Context: an optimization exercise on an open-source flow, tuned for small area and a short achievable clock period. The choices shown serve that exercise and are no tape-out recipe.
In this exercise RTL edits were held to simulation tests only and were not proved equivalent to the original.
No activity file was given, so power comes from the tool's default toggle rates.

Design am_mult_top, start of the top module:
module am_mult_top
(
  input  logic                      clk,
  input  logic                      arst_n,
  input  logic [am_pkg::OP_W-1:0]   a,
  input  logic [am_pkg::OP_W-1:0]   b,
  output logic [am_pkg::PROD_W-1:0] product
);
  logic [am_pkg::OP_W-1:0]  a_q;
  logic [am_pkg::NDIG-1:0]  one_q;
  logic [am_pkg::NDIG-1:0]  two_q;
  logic [am_pkg::NDIG-1:0]  neg_q;
  logic                     b23_q;
  logic [am_pkg::CUT_W-1:0] cs_q;
  logic [4:0]               valid;
  always_ff @(posedge clk or negedge arst_n) begin
    if (!arst_n) begin
      valid <= '0;
    end else begin
      valid <= {valid[3:0], 1'b1};
    end
  end
  pp_init_stage ops_i (
    .clk   (clk),
    .a     (a),
    .b     (b),
    .a_q   (a_q),
    .one_q (one_q),
    .two_q (two_q),
    .neg_q (neg_q),
    .b23_q (b23_q)
  );
  csa_row_stage tree_i (
    .clk  (clk),
    .a    (a_q),
    .one  (one_q),
    .two  (two_q),
    .neg  (neg_q),
    .b23  (b23_q),
    .cs_q (cs_q)
  );
  cpa_stage cpa_i (
    .clk     (clk),
    .arst_n  (arst_n),
    .valid   (valid[4]),
    .cs      (cs_q),
    .product (product)
  );
endmodule
export LEC_CHECK = 0
export CAP_MARGIN = 20
export CORE_MARGIN = 2
export CORE_UTILIZATION = 65
export CTS_CLUSTER_DIAMETER = 120
export CTS_CLUSTER_SIZE = 22
export SLEW_MARGIN = 20
export SYNTH_HIERARCHICAL = 1
export SYNTH_MINIMUM_KEEP_SIZE = 0
export BUFFER_PORTS_ARGS = -buffer_cell sky130_fd_sc_hd__buf_2
create_clock -name core_clock -period 9.5 [get_ports {clk}]
standard.sh (not shown) runs the stock make flow with config.mk's settings and CLKGATE_MAP_FILE= SYNTH_SCRIPT=/design/flow/synth_recipe.tcl, a recipe that flattens the netlist after the stock synthesis.
==> flow/flow/run.sh <==
#!/bin/bash
set -euo pipefail
echo 'export BUFFER_PORTS_ARGS = -buffer_cell sky130_fd_sc_hd__buf_2' >> config.mk
bash standard.sh > standard.log 2>&1
The starting point completed with no timing, DRC or antenna violations.
Next try:
==> flow/flow/run.sh (replaced) <==
#!/bin/bash
# The standard layout, with two changes to how ORFS builds it:
#  - ports are buffered with buf_2 (buffer_ports otherwise picks a slow
#    delay cell, which sits on every output path);
#  - repair_timing aims for 6.3 ns of setup slack at the design's period,
#    so that it sizes the critical paths (the SDC is not changed).
set -euo pipefail
echo 'export BUFFER_PORTS_ARGS = -buffer_cell sky130_fd_sc_hd__buf_2' >> config.mk
echo 'export SETUP_SLACK_MARGIN = 6.3' >> config.mk
bash standard.sh > standard.log 2>&1
--- a/flow/config.mk
+++ b/flow/config.mk
@@ -7,8 +7,8 @@
 export LEC_CHECK = 0
-export CAP_MARGIN = 20
+export CAP_MARGIN = 50
 export CORE_MARGIN = 2
-export CORE_UTILIZATION = 65
+export CORE_UTILIZATION = 70
 export CTS_CLUSTER_DIAMETER = 120
 export CTS_CLUSTER_SIZE = 22
-export SLEW_MARGIN = 20
+export SLEW_MARGIN = 70
 export SYNTH_HIERARCHICAL = 1
@@ -16 +16,2 @@
 export BUFFER_PORTS_ARGS = -buffer_cell sky130_fd_sc_hd__buf_2
+export SETUP_SLACK_MARGIN = 6.3
- hold slack got worse by 0.0041 ns
- routed wire length goes up slightly
- design area goes up slightly
- worst setup slack improved by 0.12 ns
- core utilization goes up by 5.6 points
- combinational power barely changes
- sequential power hardly moves
- clock skew goes down by 0.0051 ns
- fmax goes up by a few percent
- total power goes up slightly
- global-route usage goes up by 2.7 points
Next try:
--- a/flow/config.mk
+++ b/flow/config.mk
@@ -9,5 +9,5 @@
 export CORE_MARGIN = 2
-export CORE_UTILIZATION = 70
-export CTS_CLUSTER_DIAMETER = 120
-export CTS_CLUSTER_SIZE = 22
+export CORE_UTILIZATION = 65
+export CTS_CLUSTER_DIAMETER = 150
+export CTS_CLUSTER_SIZE = 30
 export SLEW_MARGIN = 70
What happened:
- wire length goes down slightly
- cell area hardly moves
- synthesized cell count is unchanged
- power goes down slightly
- via count goes down slightly
- area after synthesis is unchanged
- clock power goes down by roughly a tenth
- flip-flop and latch count does not change
Next try:
--- a/flow/config.mk
+++ b/flow/config.mk
@@ -7,8 +7,8 @@
 export LEC_CHECK = 0
-export CAP_MARGIN = 50
+export CAP_MARGIN = 20
 export CORE_MARGIN = 2
 export CORE_UTILIZATION = 65
-export CTS_CLUSTER_DIAMETER = 150
-export CTS_CLUSTER_SIZE = 30
-export SLEW_MARGIN = 70
+export CTS_CLUSTER_DIAMETER = 120
+export CTS_CLUSTER_SIZE = 26
+export SLEW_MARGIN = 20
 export SYNTH_HIERARCHICAL = 1
After rerunning:
- The changed run produced a clean layout
- core utilization barely changes
- power came out higher by 0.76%
- wire length came out higher by 0.64%

-- port drivers added, routing unchanged --
The flow's constraints put no driver on any port. The routed layouts listed below were extracted and timed again, unchanged, in two steps. Step 1, drivers: a clkbuf_16 drives clk and a buf_2 each remaining input, both assumed. Step 2 also shifts input and output timing later by t, the mid clock arrival at the registers, as if the neighbouring blocks saw the same clock. Three values: ideal, step 1, step 2; two values: the first two.
| run | t, ns | setup WS [ns] | worst hold slack (ns) | worst data-port slew with drivers (ns) | pins driven straight from the clock port |
|---|---|---|---|---|---|
| the first run | 0.605 | 6.232 / 6.232 / 6.232 | 0.320 / 0.320 / 0.320 | 0.04 | 1 |
| the second run | 0.601 | 6.353 / 6.353 / 6.353 | 0.316 / 0.316 / 0.316 | 0.04 | 1 |
| the third run | 0.585 | 6.329 / 6.329 / 6.329 | 0.303 / 0.303 / 0.303 | 0.05 | 1 |
| the fourth run | 0.591 | 6.280 / 6.280 / 6.280 | 0.318 / 0.318 / 0.318 | 0.03 | 1 |
After both steps every run listed still meets setup and hold.
